This is an optimization exercise on Yosys and OpenROAD, whose aim is small area, not a production implementation.
Function was checked by simulation only, so behaviour that the tests miss may differ from the original.
Power figures rest on the tool's default switching activity, not on a simulated workload.

==> flow/design.v <==
package gbn_pkg;
	localparam logic [1:0] CMD_DATA  = 2'd0;
	localparam logic [1:0] CMD_ACK   = 2'd1;
	localparam logic [1:0] CMD_ABORT = 2'd2;
	localparam logic [1:0] CMD_TICK  = 2'd3;
	localparam logic [2:0] KIND_DATA  = 3'd0;
	localparam logic [2:0] KIND_CONF  = 3'd1;
	localparam logic [2:0] KIND_ABORT = 3'd2;
	localparam logic [2:0] KIND_BREAK = 3'd3;
	localparam logic [2:0] KIND_DISC  = 3'd4;
	localparam logic [1:0] REG_CONNECT = 2'd0;
	localparam logic [1:0] REG_RETX    = 2'd1;
	localparam logic [1:0] REG_INACT   = 2'd2;
	localparam logic [15:0] CONNECT_RESET = 16'd5;
	localparam logic [15:0] RETX_RESET    = 16'd5;
	localparam logic [15:0] INACT_RESET   = 16'd10;
endpackage
module gbn_timers (
	input  logic        clk,
	input  logic        arst_n,
	input  logic        start_a,    
	input  logic        start_b,    
	input  logic        inc,        
	input  logic [15:0] lim,        
	output logic        ph,         
	output logic        idle,       
	output logic        fire        
);
	logic [15:0] t0_q, t1_q;
	logic        pa_q, pb_q, ph_q;
	logic        clr;
	logic [16:0] nxt;
	assign ph   = ph_q;
	assign idle = !pa_q && !pb_q;
	assign clr  = ph_q ? pb_q : pa_q;
	assign nxt  = {1'b0, t0_q} + 17'(inc);
	assign fire = nxt >= {1'b0, lim};
	always_ff @(posedge clk) begin
		t0_q <= t1_q;
		t1_q <= clr ? 16'd0 : nxt[15:0];
	end
	always_ff @(posedge clk or negedge arst_n) begin
		if (!arst_n) begin
			ph_q <= 1'b0;
			pa_q <= 1'b0;
			pb_q <= 1'b0;
		end else begin
			ph_q <= !ph_q;
			pa_q <= start_a || (pa_q && ph_q);
			pb_q <= start_b || (pb_q && !ph_q);
		end
	end
endmodule
import gbn_pkg::*;
module go_back_n_sender_top #(
	parameter int WINDOW = 5
) (
	input  logic        clk,
	input  logic        arst_n,
	input  logic        in_valid,
	output logic        in_stall,
	input  logic [1:0]  command,
	input  logic [15:0] seq_num,
	input  logic        end_of_message,
	input  logic [15:0] conn_id,
	input  logic [15:0] dest_address,
	input  logic [15:0] src_address,
	input  logic [9:0]  payload_len,
	input  logic [31:0] payload_word,
	output logic        out_valid,
	input  logic        out_stall,
	output logic [2:0]  kind,
	output logic [15:0] out_seq,
	output logic        out_eom,
	output logic [15:0] out_conn,
	output logic [15:0] out_dest,
	output logic [15:0] out_src,
	output logic [9:0]  out_len,
	output logic [31:0] out_payload,
	output logic        last_of_run,
	input  logic        psel,
	input  logic        penable,
	input  logic        pwrite,
	input  logic [3:0]  paddr,
	input  logic [31:0] pwdata,
	output logic [31:0] prdata,
	output logic        pready
);
	typedef enum logic [3:0] {
		S_IDLE, S_INS, S_TA, S_TB, S_SCAN, S_REL, S_DNEW, S_DCONF, S_RSND, S_ECR
	} state_t;
	localparam logic [1:0] M_IDLE = 2'd0, M_AWAIT = 2'd1, M_CONN = 2'd2, M_BREAK = 2'd3;
	logic [106:0] d_q [5];
	logic [2:0]   rk_q [5];
	logic [106:0] in_f;
	logic [106:0] h;
	logic [15:0]  h_seq, h_conn;
	logic [2:0]   h_rk;
	logic         ins, keep;
	logic [2:0]   rk_in;
	state_t      st_q;
	logic [1:0]  mode_q;
	logic [2:0]  cnt_q;
	logic [2:0]  k_q;
	logic [2:0]  sc_q;
	logic [2:0]  cr_q;
	logic        nm_q;
	logic        arm_q;
	logic [15:0] f_q;
	logic [15:0] lim_q [3];
	logic        ov_q;
	logic [2:0]  kind_q;
	logic        last_q;
	logic [15:0] o_seq_q, o_conn_q;
	logic [74:0] o_rest_q;
	logic        acc;
	logic        out_free;
	logic        seq_hit;
	logic        at_k;
	logic        busy_conn;
	logic        drop_cmd;
	logic        nm_now;
	logic        brk_conf;
	logic        t_ph, t_idle, t_fire, t_inc, t_sa, t_sb;
	logic [15:0] t_lim;
	gbn_timers u_timers (
		.clk(clk), .arst_n(arst_n), .start_a(t_sa), .start_b(t_sb), .inc(t_inc),
		.lim(t_lim), .ph(t_ph), .idle(t_idle), .fire(t_fire)
	);
	logic t_rdy;
	assign t_rdy = t_idle && (t_ph == busy_conn);
	assign t_lim = t_ph ? lim_q[2] : (mode_q == M_AWAIT ? lim_q[0] : lim_q[1]);
	assign pready = 1'b1;
	always_comb begin
		unique case (paddr[3:2])
			REG_CONNECT: prdata = {16'd0, lim_q[0]};
			REG_RETX:    prdata = {16'd0, lim_q[1]};
			REG_INACT:   prdata = {16'd0, lim_q[2]};
			default:     prdata = '0;
		endcase
	end
	always_ff @(posedge clk or negedge arst_n) begin
		if (!arst_n) begin
			lim_q[0] <= CONNECT_RESET;
			lim_q[1] <= RETX_RESET;
			lim_q[2] <= INACT_RESET;
		end else if (psel && penable && pwrite) begin
			unique case (paddr[3:2])
				REG_CONNECT: lim_q[0] <= pwdata[15:0];
				REG_RETX:    lim_q[1] <= pwdata[15:0];
				REG_INACT:   lim_q[2] <= pwdata[15:0];
				default: ;
			endcase
		end
	end
	assign in_f   = {seq_num, conn_id, end_of_message, payload_len, src_address,
		dest_address, payload_word};
	assign h      = d_q[0];
	assign h_seq  = h[106:91];
	assign h_conn = h[90:75];
	assign h_rk   = rk_q[0];
	assign seq_hit = (h_seq == seq_num);
	assign at_k   = (h_rk == k_q);
	assign busy_conn = mode_q[1];
	always_comb begin
		rk_in = h_rk;
		if (st_q == S_REL) begin
			if (h_rk == k_q)     rk_in = 3'd4;
			else if (h_rk > k_q) rk_in = h_rk - 3'd1;
		end
	end
	always_ff @(posedge clk) begin
		for (int i = 0; i < 4; i++) d_q[i] <= d_q[i + 1];
		d_q[4] <= (in_f & {107{ins}}) | (h & {107{keep}});
	end
	always_ff @(posedge clk or negedge arst_n) begin
		if (!arst_n) begin
			for (int i = 0; i < 5; i++) rk_q[i] <= 3'(i);
		end else begin
			for (int i = 0; i < 4; i++) rk_q[i] <= rk_q[i + 1];
			rk_q[4] <= rk_in;
		end
	end
	assign drop_cmd = (command == CMD_ABORT && busy_conn) ||
		(command == CMD_ACK && mode_q == M_CONN && seq_num == f_q);
	assign nm_now   = nm_q || (seq_hit && h_rk == cnt_q - 3'd1);
	assign brk_conf = (mode_q == M_BREAK) && nm_now;
	always_comb begin
		acc = 1'b0;
		unique case (st_q)
			S_IDLE: acc = in_valid && !ov_q && (
				(command == CMD_TICK && (mode_q == M_IDLE || (mode_q == M_AWAIT && !arm_q))) ||
				(command != CMD_TICK && command != CMD_DATA && mode_q == M_IDLE) ||
				(command != CMD_ACK && command != CMD_TICK && mode_q == M_AWAIT) ||
				(command == CMD_DATA && mode_q == M_BREAK) ||
				drop_cmd);
			S_INS:  acc = (h_rk == cnt_q);
			S_TA:   acc = t_rdy;
			S_SCAN: acc = (cnt_q == '0) || (at_k && !seq_hit && k_q == cnt_q - 3'd1);
			S_REL:  acc = (sc_q == 3'd4);
			default: acc = 1'b0;
		endcase
	end
	assign in_stall = !acc;
	assign out_free = !ov_q || !out_stall;
	always_comb begin
		t_sa  = 1'b0;
		t_sb  = 1'b0;
		t_inc = 1'b0;
		unique case (st_q)
			S_INS: begin
				if (acc) begin
					if (mode_q == M_IDLE) begin
						t_sa = 1'b1;
					end else if (mode_q == M_AWAIT) begin
						t_sa = (seq_num == 16'd1);
						t_sb = (seq_num == 16'd1);
					end else begin
						t_sb = 1'b1;
						if (cnt_q == 3'd4) t_sa = 1'b1;
					end
				end
			end
			S_TA: t_inc = t_rdy;
			S_TB: begin
				t_inc = 1'b1;
				if (t_fire) t_sa = 1'b1;
			end
			S_SCAN, S_REL: begin
				if (acc) begin
					t_sa = 1'b1;
					t_sb = (mode_q == M_BREAK);
				end
			end
			default: ;
		endcase
	end
	state_t      st_n;
	logic [1:0]  mode_n;
	logic [2:0]  cnt_n, k_n, sc_n, cr_n;
	logic        ov_n, nm_n, arm_n;
	logic [15:0] f_n;
	logic        ld;
	always_comb begin
		st_n   = st_q;
		mode_n = mode_q;
		cnt_n  = cnt_q;
		ov_n   = ov_q;
		k_n    = k_q;
		sc_n   = sc_q + 3'd1;
		cr_n   = cr_q;
		nm_n   = nm_q;
		arm_n  = arm_q;
		f_n    = f_q;
		ld     = 1'b0;
		if (ov_q && !out_stall) ov_n = 1'b0;
		unique case (st_q)
			S_IDLE: begin
				nm_n = 1'b0;
				k_n  = '0;
				if (in_valid && !ov_q) begin
					if (acc) begin
						if (drop_cmd) begin
							mode_n = M_IDLE; cnt_n = '0;
							ld = 1'b1;
						end
					end else if (command == CMD_TICK) begin
						st_n = S_TA;
					end else if (command == CMD_ACK && busy_conn) begin
						st_n = S_SCAN;
					end else begin
						st_n = S_INS;
					end
				end
			end
			S_INS: begin
				if (acc) begin
					st_n = S_IDLE;
					unique case (mode_q)
						M_IDLE: begin
							mode_n = M_AWAIT;
							arm_n  = 1'b1;
							f_n    = '0;
							cr_n   = '0;
							k_n    = '0;
							st_n   = S_DNEW;
						end
						M_AWAIT: begin
							arm_n = 1'b0;
							cr_n  = '0;
							k_n   = '0;
							if (seq_num == 16'd1) begin
								mode_n = M_CONN;
								st_n   = S_DCONF;
							end
						end
						default: begin
							cr_n  = cnt_q;
							k_n   = cnt_q;
							cnt_n = cnt_q + 3'd1;
							if (end_of_message) f_n = seq_num;
							if (cnt_q == 3'd4) mode_n = M_BREAK;
							st_n  = S_DNEW;
						end
					endcase
				end
			end
			S_TA: begin
				if (t_rdy) begin
					k_n = cr_q;
					if (t_fire) begin
						mode_n = M_IDLE; cnt_n = '0;
						st_n   = S_ECR;
					end else if (mode_q == M_AWAIT) begin
						st_n = S_IDLE;
					end else begin
						st_n = S_TB;
					end
				end
			end
			S_TB: begin
				if (t_fire && cnt_q != '0) begin
					k_n  = '0;
					st_n = S_RSND;
				end else begin
					st_n = S_IDLE;
				end
			end
			S_SCAN: begin
				sc_n = '0;
				if (acc) begin
					st_n = S_IDLE;
				end else if (at_k) begin
					if (seq_hit) st_n = S_REL;
					else k_n = k_q + 3'd1;
				end
			end
			S_REL: begin
				nm_n = nm_now;
				if (sc_q == 3'd4) begin
					cnt_n = cnt_q - 3'd1;
					if (cr_q == k_q)     cr_n = 3'd4;
					else if (cr_q > k_q) cr_n = cr_q - 3'd1;
					if (brk_conf) begin
						mode_n = M_CONN;
						ld     = 1'b1;
					end
					st_n = S_IDLE;
				end
			end
			S_DNEW, S_DCONF, S_RSND, S_ECR: begin
				if (at_k && out_free) begin
					ld = 1'b1;
					if (st_q == S_RSND) begin
						k_n = k_q + 3'd1;
						if (k_q == cnt_q - 3'd1) st_n = S_IDLE;
					end else if (st_q == S_DNEW && mode_q != M_AWAIT) begin
						st_n = S_DCONF;
					end else begin
						st_n = S_IDLE;
					end
				end
			end
			default: st_n = S_IDLE;
		endcase
		if (ld) ov_n = 1'b1;
	end
	logic ins_n;
	assign ins_n = (st_n == S_INS) && (rk_q[1] == cnt_q);
	always_ff @(posedge clk or negedge arst_n) begin
		if (!arst_n) begin
			ins  <= 1'b0;
			keep <= 1'b1;
		end else begin
			ins  <= ins_n;
			keep <= !ins_n;
		end
	end
	always_ff @(posedge clk or negedge arst_n) begin
		if (!arst_n) begin
			st_q   <= S_IDLE;
			mode_q <= M_IDLE;
			cnt_q  <= '0;
			ov_q   <= 1'b0;
		end else begin
			st_q   <= st_n;
			mode_q <= mode_n;
			cnt_q  <= cnt_n;
			ov_q   <= ov_n;
		end
	end
	always_ff @(posedge clk) begin
		k_q   <= k_n;
		sc_q  <= sc_n;
		cr_q  <= cr_n;
		nm_q  <= nm_n;
		arm_q <= arm_n;
		f_q   <= f_n;
	end
	logic ld_data, ld_seq, ld_port;
	assign ld_data = (st_q == S_DNEW || st_q == S_RSND);
	assign ld_seq  = ld_data || st_q == S_REL || (st_q == S_DCONF && mode_q != M_BREAK);
	assign ld_port = (st_q == S_IDLE || st_q == S_REL);
	always_ff @(posedge clk) begin
		o_rest_q <= (h[74:0] & {75{ld && ld_data}}) | (o_rest_q & {75{!ld}});
		o_seq_q  <= (h_seq & {16{ld && ld_seq}}) | (o_seq_q & {16{!ld}});
		o_conn_q <= (h_conn & {16{ld && !ld_port}}) | (conn_id & {16{ld && ld_port}}) |
			(o_conn_q & {16{!ld}});
		if (ld) begin
			unique case (st_q)
				S_DNEW, S_RSND: kind_q <= KIND_DATA;
				S_DCONF:        kind_q <= (mode_q == M_BREAK) ? KIND_BREAK : KIND_CONF;
				S_ECR:          kind_q <= KIND_ABORT;
				S_REL:          kind_q <= KIND_CONF;
				default:        kind_q <= (command == CMD_ABORT) ? KIND_ABORT : KIND_DISC;
			endcase
			unique case (st_q)
				S_DNEW:  last_q <= (mode_q == M_AWAIT);
				S_RSND:  last_q <= (k_q == cnt_q - 3'd1);
				default: last_q <= 1'b1;
			endcase
		end
	end
	assign out_valid   = ov_q;
	assign kind        = kind_q;
	assign last_of_run = last_q;
	assign out_seq     = o_seq_q;
	assign out_conn    = o_conn_q;
	assign out_eom     = o_rest_q[74];
	assign out_len     = o_rest_q[73:64];
	assign out_src     = o_rest_q[63:48];
	assign out_dest    = o_rest_q[47:32];
	assign out_payload = o_rest_q[31:0];
endmodule
==> flow/flow/run.sh <==
#!/bin/bash
# The standard layout (standard.sh) with three changes:
#  - synthesis maps the logic with an area-oriented abc script (my_synth.tcl,
#    area.script); the registers are unchanged;
#  - the port buffers are the smallest buffer cell (sky130_fd_sc_hd__buf_1);
#  - clock tree synthesis uses clkbuf_8 clusters and adds no dummy loads.
set -euo pipefail
here=$(pwd)
export MY_ABC_SCRIPT="$here/flow/area.script"
export BUFFER_PORTS_ARGS="-buffer_cell sky130_fd_sc_hd__buf_1"
export CTS_ARGS="-sink_clustering_enable -repair_clock_nets -sink_clustering_size 10 -sink_clustering_max_diameter 60 -buf_list sky130_fd_sc_hd__clkbuf_4 -dont_use_dummy_load"
sed "s#SYNTH_SCRIPT=[^ ]*#SYNTH_SCRIPT=$here/flow/my_synth.tcl#" standard.sh > my_standard.sh
grep -q "SYNTH_SCRIPT=$here/flow/my_synth.tcl" my_standard.sh
bash my_standard.sh > standard.log 2>&1
==> flow/flow/area.script <==
strash
&get -n
&st
&dch
&nf -R 1000
&put
==> flow/flow/my_synth.tcl <==
# The standard flow's synthesis script (synth_recipe.tcl), with the final abc mapping run
# on an area-oriented script (flow/area.script) in place of the ORFS one.
# Only the combinational mapping changes; the registers are those of the
# standard synthesis.
proc synth {args} { yosys synth -nofsm -noshare {*}$args }
proc abc {args} {
  set i [lsearch $args -script]
  if {$i >= 0} { lset args [expr {$i + 1}] $::env(MY_ABC_SCRIPT) }
  yosys abc {*}$args
}
source $::env(SCRIPTS_DIR)/synth.tcl
# left out here: clear keep_hierarchy, flatten, clean up, hide names made inside functions, write 1_2_yosys.v
==> flow/standard.sh <==
#!/bin/bash
# synth_recipe.tcl (not shown) runs the flow's synth.tcl, then flattens the netlist and writes it again
# the make line also repeats each setting of config.mk as NAME=value (left out here)
make -C /OpenROAD-flow-scripts/flow DESIGN_CONFIG=/design/flow/config.mk WORK_HOME=/design/flow/orfs CLKGATE_MAP_FILE= SYNTH_SCRIPT=/design/flow/synth_recipe.tcl "${@:-finish}"
==> flow/config.mk <==
export PLATFORM = sky130hd
export DESIGN_NAME = go_back_n_sender_top
export DESIGN_NICKNAME = go_back_n_sender_top
export VERILOG_FILES = /design/flow/design.v
export SDC_FILE = /design/flow/constraint.sdc
export NUM_CORES = 4
export LEC_CHECK = 0
export CAP_MARGIN = 0
export CORE_MARGIN = 2
export CORE_UTILIZATION = 70
export CTS_BUF_LIST = sky130_fd_sc_hd__clkbuf_8
export CTS_CLUSTER_DIAMETER = 60
export CTS_CLUSTER_SIZE = 16
export SLEW_MARGIN = 0
==> flow/constraint.sdc <==
create_clock -name core_clock -period 5.0 [get_ports {clk}]
set_input_delay 1.0000 -clock core_clock [delete_from_list [all_inputs] [get_ports {clk}]]
set_output_delay 1.0000 -clock core_clock [all_outputs]
set_load 0.01 [all_outputs]
==> flow_summary.json, run 1 <==
{
  "postPlaceCellArea_mm2": 0.0239,
  "dr_total_vias": 13500,
  "yosys.cell_count.top_type": "dfxtp_1",
  "power.total_mw": 14.0,
  "drt_pass1_iterations": 7,
  "drive_gt1_frac": 0.0768,
  "finalCoreUtilization": 0.786,
  "worst_ep_arrival_time_ns": 5.34,
  "tightest_slew_ns": 1.27,
  "max_cap_viol_count": 0,
  "cts_root_buffer": "clkbuf_4",
  "synth_sequential_area_ratio": 0.736,
  "place.gp.congestion": 0.921,
  "layout_stage_area_growth_over_the_synthesis_result_pct": 11.1,
  "timing.hold.worst.class": "in2async",
  "pin_count_of_the_biggest_net_entering_global_routing": 85,
  "fmax_mhz": 213,
  "drt_first_iter_violations": 729,
  "finalInstanceArea_mm2": 0.0247,
  "die_width_um": 182,
  "register_area_mm2": 0.0164,
  "instances_no_fill": 2412,
  "cellLeakagePower_nw": 10.1,
  "synth_unique_cells": 51,
  "avg_wl_per_cell_um": 18.6,
  "path_max_fanout": 7,
  "clock_buffer_count_from_cts": 89,
  "buffer_ports.inserted": 262,
  "irDropWorstVdd_mv": 0.374,
  "synth_edf_count": 28,
  "cts_tree": "yes",
  "syn-instance-count": 1627,
  "clkTransAtPathRegs_ns": 0.10,
  "syn_area_mm2": 0.0222,
  "start_util": 0.708,
  "clk-insertion-delay-late_ns": 0.76,
  "finalWorstSetupSlack_ns": 0.297,
  "std_cell_rows": 65,
  "finalWirelength_um": 44900,
  "multi_input_comb_area_mm2": 0.00575,
  "antenna_violations_before_repair": 5,
  "crit_chain": "or2_4, nor2_4, nand2_1, nand2_2, ha_2, nand4_1, nor3_4, xnor2_2, clkinv_1, ha_1, and3_1, a221o_1, a31oi_1, o21ai_1, nand3_1, nand2_1, a2111o_1, nor2b_1, nor2_1, o21ai_0, or3_1, or2_1, clkinv_1",
  "grt_first_pass_wirelength_um": 71000,
  "synth-seq-cells": 783,
  "critical-path-max-stage-delay_ns": 0.46,
  "dp.cells": 2317,
  "dp_slack_ns": 0.0813,
  "rsz0062_at_grt": "false",
  "synthDominantCellAreaShare": 0.610,
  "cp_data_required_time_ns": 5.63,
  "yosysWarnings": 5,
  "setup_violations": 0,
  "design.portCount": 298,
  "post_synth.cell_area_avg_um2": 13.7,
  "grt_overflow": 0,
  "worst-setup-path-type": "reg2reg",
  "via_per_inst": 5.58,
  "report.final.slew_viol_count": 0,
  "worst_setup_skew_after_layout_ns": 0.149,
  "cellPowerDensity_mw_per_mm2": 569,
  "worstSetupStartpointType": "register",
  "fillCellCount": 1938,
  "htreeDepth": 3,
  "postRouteAntennaNets": 0,
  "finalHoldViolations": 0,
  "period_share": 0.941,
  "crit_slowest_cell": "dfrtp_2",
  "clock_sinks": 783,
  "dominantRegCellSynth": "dfxtp_1",
  "global_route.usage.total": 0.271,
  "outcome": "timing/DRC/antenna clean",
  "die-area_mm2": 0.0332,
  "yosys-top-cells-area": "dfxtp_1, a22o_1, dfrtp_1, edfxtp_1, mux2_1",
  "fin_hold_ws_ns": 0.260,
  "synthArstFlopShare": 0.0996,
  "synth.cells.most_frequent": "dfxtp_1, a22o_1, nand2_1",
  "detail_route.drc_violations": 0,
  "hpwl_um": 29400,
  "die-height_um": 182,
  "synth_area_leader_cell": "dfxtp_1",
  "grt_pass1_vias": 13800,
  "floorplan.core_area_mm2": 0.0314,
  "slew_headroom": 0.147,
  "crit_path_end_kind": "register",
  "clock_tree.buffer_depth": 3,
  "min_period_ns": 4.70,
  "final_nets": 2195,
  "r2r.worst_path.cells": 23,
  "setup_total_negative_slack_ns": 0
}
[what timing repair did]
| item | 4_1_cts | 5_1_grt |
|---|---|---|
| setup buffers | 0 | 1 |
| hold buffers | 0 | 0 |
| endpoints found under the setup margin | 0 | 11 |
| gates resized for setup | 0 | 22 |
[routing by layer]
layer | up-vias | track usage | routed length (um)
li1 | 6478 | - | -
met1 | 6498 | 0.362 | 19800
met2 | 392 | 0.435 | 21200
met3 | 89 | 0.0641 | 2730
met4 | 4 | 0.103 | 1160
met5 | - | 0 | 23
[cell type report]
| type | count | area share |
|---|---|---|
| Timing Repair Buffer | 291 | 0.0498 |
| Clock buffer | 89 | 0.0271 |
| Multi-Input combinational cell | 804 | 0.233 |
| Tap cell | 402 | 0.0204 |
| Inverter | 38 | 0.00578 |
| Antenna cell | 5 | 0.000507 |
| Sequential cell | 783 | 0.663 |
[worst max-delay path, delay by kind of cell (launching register included)]
kind / cells / cell delay (ns)
compound gates: 5 / 1.12
simple gates: 13 / 2.30
fa+ha+maj: 2 / 0.48
buf+inv: 2 / 0.14
flops: 1 / 0.46
xor+xnor: 1 / 0.16
[path summary, 6_finish.rpt]
path	endpoint	startpoint	slack (ns)
min in group core_clock	d_q[3][16]$_DFF_P_	d_q[4][16]$_DFF_P_	0.28
min reg2reg	d_q[3][16]$_DFF_P_	d_q[4][16]$_DFF_P_	0.28
max	ins$_DFF_PN0_	st_q[2]$_DFF_PN0_	0.30
min	u_timers.pb_q$_DFF_PN0_	arst_n	0.26
max reg2reg	ins$_DFF_PN0_	st_q[2]$_DFF_PN0_	0.30
max in group asynchronous	lim_q[1][4]$_DFFE_PN0P_	arst_n	3.72
[logic make-up after synthesis]
family	count (synthesis)	synth area share
and+or+nand+nor	298	0.0616
muxes	51	0.0258
xor gates and xnor gates	64	0.0252
AOI/OAI and AO/OA	338	0.118
other	2	0.000338
DFF	783	0.736
adders and majority gates	36	0.0203
buffers and inverters	55	0.0122
[sequential cells by signal (all words and copies together) (netlist names), 4 cells and up]
register       flops
lim_q             48
u_timers.t1_q     16
o_conn_q          16
f_q               16
u_timers.t0_q     16
st_q               4
o_rest_q          75
d_q              535
o_seq_q           16
rk_q              15
[power by group]
group	switching (mW)	internal, mW
registers	0.839	8.16
clock network	1.76	0.821
logic	1.43	1.03
total	4.02	10.0
[cell usage in the layout, fill, tap and decap left out, types with 13 or more instances in the layout]
cell type  count
clkbuf_4      90
nor2_1        74
xor2_1        34
dfxtp_1      677
a22oi_1       31
nor2b_1       29
nand4_1       13
edfxtp_1      28
mux2_1        50
conb_1        17
buf_4         27
buf_1        261
clkinv_1      37
a22o_1       198
ha_1          35
xnor2_1       28
nor3_1        14
dfrtp_1       64
o21ai_0       31
a21oi_1       40
nand3_1       14
nand2_1      104
==> run 2, diff against run 1 <==
--- a/flow/flow/run.sh
+++ b/flow/flow/run.sh
@@ -4,5 +4,5 @@
 #    area.script); the registers are unchanged;
 #  - the port buffers are the smallest buffer cell (sky130_fd_sc_hd__buf_1);
-#  - clock tree synthesis uses clkbuf_8 clusters and adds no dummy loads.
+#  - clock tree synthesis uses clkbuf_4 clusters of 10 sinks and adds no dummy loads.
 set -euo pipefail
 here=$(pwd)
--- a/flow/config.mk
+++ b/flow/config.mk
@@ -6,5 +6,5 @@
 export NUM_CORES = 4
 export LEC_CHECK = 0
-export CAP_MARGIN = 0
+export CAP_MARGIN = 20
 export CORE_MARGIN = 2
 export CORE_UTILIZATION = 70
@@ -12,3 +12,3 @@
 export CTS_CLUSTER_DIAMETER = 60
 export CTS_CLUSTER_SIZE = 16
-export SLEW_MARGIN = 0
+export SLEW_MARGIN = 20
==> run 2 against run 1 <==
Final cell count up 0.12%. Global-route usage about the same. Via count up 0.28%. Register-to-register slack better by 0.03 ns. Non-clock buffer count unchanged. Flip-flop and latch count unchanged. Combinational power about the same. Sequential share of layout area about the same. Cell area about the same. Synthesized area unchanged.
==> flow_summary.json, run 2 <==
{
  "clock_sinks": 783,
  "via_per_inst": 5.59,
  "timing.hold.worst.class": "in2async",
  "clock_tree.buffer_depth": 3,
  "synthDominantCellAreaShare": 0.610,
  "yosysWarnings": 5,
  "floorplan.core_area_mm2": 0.0314,
  "cellPowerDensity_mw_per_mm2": 569,
  "yosys.area_share.xor_xnor": 0.0252,
  "synth.mux.area_fraction": 0.0258,
  "report.final.slew_viol_count": 0,
  "instances_no_fill": 2415,
  "syn-instance-count": 1627,
  "synth_top_family_by_area": "compound AO/OA/AOI/OAI gates",
  "postPlaceCellArea_mm2": 0.0239,
  "crit_path_end_kind": "register",
  "synth-compound-area-share": 0.118,
  "max_flop_register": "d_q",
  "layout_stage_area_growth_over_the_synthesis_result_pct": 11.1,
  "reg2reg_setup_slack_ns": 0.33,
  "synth.cells.most_frequent": "dfxtp_1, a22o_1, nand2_1",
  "finalInstanceArea_mm2": 0.0247,
  "synth-seq-cells": 783,
  "period_share": 0.934,
  "dp.cells": 2317,
  "detail_route.drc_violations": 0,
  "clkTransAtPathRegs_ns": 0.11,
  "antenna_violations_before_repair": 5,
  "min_period_ns": 4.67,
  "worst_setup_path_startpoint": "st_q[3]$_DFF_PN0_",
  "final_nets": 2194,
  "cellLeakagePower_nw": 10.1,
  "global_route.usage.total": 0.271,
  "clk-insertion-delay-late_ns": 0.75,
  "postRouteAntennaNets": 0,
  "cp_data_required_time_ns": 5.65,
  "synth_edf_count": 28,
  "setup_violations": 0,
  "synth_simple_gate_area_frac": 0.0616,
  "yosys-top-cells-area": "dfxtp_1, a22o_1, dfrtp_1, edfxtp_1, mux2_1",
  "avg_wl_per_cell_um": 18.6,
  "cts_tree": "yes",
  "post_synth.cell_area_avg_um2": 13.7,
  "synth_sequential_area_ratio": 0.736,
  "grt_first_pass_wirelength_um": 70900,
  "irDropWorstVdd_mv": 0.384,
  "r2r.worst_path.cells": 23,
  "cts.hold.buffers_added": 0,
  "max_cap_viol_count": 0,
  "tightest_slew_ns": 1.08,
  "reg_top3": "d_q x535, o_rest_q x75, lim_q x48",
  "pin_count_of_the_biggest_net_entering_global_routing": 85,
  "regToRegStartpoint": "st_q[3]$_DFF_PN0_",
  "end_of_the_worst_register_to_register_path": "ins$_DFF_PN0_",
  "die-area_mm2": 0.0332,
  "die_width_um": 182,
  "setup_total_negative_slack_ns": 0,
  "drt_pass1_iterations": 5,
  "fmax_mhz": 214,
  "dominantRegCellSynth": "dfxtp_1",
  "finalHoldViolations": 0,
  "drt_first_iter_violations": 706,
  "start_util": 0.708,
  "synth_fa_ha_area_frac": 0.0203,
  "synth_unique_cells": 51,
  "design.portCount": 298,
  "std_cell_rows": 65,
  "htreeDepth": 3,
  "place.gp.congestion": 0.921,
  "rsz0062_at_grt": "true",
  "yosys.cell_count.top_type": "dfxtp_1",
  "synthArstFlopShare": 0.0996,
  "die-height_um": 182,
  "grt_overflow": 0,
  "layout_commonest_cell": "dfxtp_1",
  "cts_root_buffer": "clkbuf_4",
  "drive_gt1_frac": 0.0763,
  "most-common-layout-cells": "dfxtp_1, buf_1, a22o_1, nand2_1, clkbuf_4",
  "worst-setup-path-type": "reg2reg",
  "largest_register_ffs": 535,
  "outcome": "timing/DRC/antenna clean",
  "hpwl_um": 29400,
  "clock_buffer_count_from_cts": 88,
  "slew_headroom": 0.279,
  "synth_area_leader_cell": "dfxtp_1",
  "grt_pass1_vias": 13500,
  "buffer_ports.inserted": 262,
  "worst_ep_arrival_time_ns": 5.32,
  "dr_total_vias": 13500,
  "worst_setup_skew_after_layout_ns": 0.0587,
  "syn_area_mm2": 0.0222,
  "worstSetupStartpointType": "register",
  "finalWirelength_um": 44900,
  "path_max_fanout": 7
}
## run 2: layout make-up
| type | count | area, um^2 |
|---|---|---|
| multi-input cells | 804 | 5750 |
| well taps | 402 | 503 |
| clock buffers | 88 | 661 |
| fillers | 1961 | 6710 |
| flip-flops and latches | 783 | 16400 |
| repair buffers | 291 | 1230 |
| inverters | 38 | 143 |
| diodes | 9 | 22.5 |
## run 2: routing by layer
| layer | global-route usage | wire (um) |
|---|---|---|
| met5 | 0 | 0 |
| met4 | 0.0974 | 1050 |
| met2 | 0.429 | 20900 |
| met3 | 0.0651 | 2820 |
| met1 | 0.370 | 20100 |
## run 2: kinds of logic (layout without fill, tap and decap cells)
family / Yosys count / after routing
simple gates: 298 / 298
mux: 51 / 51
flops: 783 / 783
fa+ha+maj: 36 / 36
xor+xnor: 64 / 64
compound gates: 338 / 338
buf+inv: 55 / 417
other cells: 2 / 26
## run 2: worst max-delay path by stage
stage	depth (start not counted)	endpoint
finish	23	ins$_DFF_PN0_
floorplan	10	o_rest_q[0]$_DFF_P_
global placement	24	ins$_DFF_PN0_
CTS	25	ins$_DFF_PN0_
global route	23	ins$_DFF_PN0_
detailed placement	25	ins$_DFF_PN0_
## run 2: per-stage QoR
step	worst slack, ns	utilization	hold slack [ns]	total power [mW]
floorplan	0.281	-	0.310	10.5
global placement	0.0966	0.762	0.310	11.4
detailed placement	0.0701	0.762	0.312	11.5
CTS	0.0244	0.783	0.212	14.1
global route	0.00961	0.786	0.237	14.8
finish	0.328	0.786	0.236	14.0
## run 2: where the power goes
group | total, mW | switching (mW) | internal, mW
clock network | 2.57 | 1.76 | 0.813
registers | 9.00 | 0.842 | 8.16
logic | 2.46 | 1.43 | 1.03
## run 2: critical path: stages (launching register included)
cell and delay, ns:
dfrtp_2 0.46, or2_4 0.29, nor2_4 0.10, nand2_1 0.09, nand2_2 0.09, ha_1 0.17, nand4_1 0.22, nor3_4 0.31
xnor2_2 0.15, clkinv_1 0.09, ha_1 0.30, and3_1 0.21, a221o_1 0.30, a31oi_1 0.16, o21ai_1 0.09, nand3_1 0.09
nand2_1 0.06, a2111o_1 0.40, nor2b_1 0.17, nor2_1 0.09, o21ai_0 0.12, or3_1 0.36, or2_1 0.26, clkinv_1 0.05
## run 2: what timing repair did
action,CTS,global route
setup endpoints to repair,0,11
resized for setup,0,21
buffers inserted,0,1

[port drivers added, routing unchanged]
The flow's constraints put no driver on any port. The routed layouts listed below were extracted and timed again, unchanged, in two steps.
Step 1, drivers: a clkbuf_16 drives clk and a buf_2 each remaining input, both assumed.
Step 2 adds t to the input delays and takes it off the output delays; t is the mean of the earliest and latest rising clock arrival at the registers after step 1. Input paths then give back, and output paths get back, about the clock's delay inside the block.
a / b / c = no drivers / after step 1 / after step 2; a / b = the first two.
run	t (ns)	setup WS [ns]	worst slew at a driven data input, ns
run 1	0.733	0.297 / 0.297 / 0.297	0.08
run 2	0.774	0.328 / 0.280 / 0.328	0.08
After both steps every run listed still meets setup and hold.
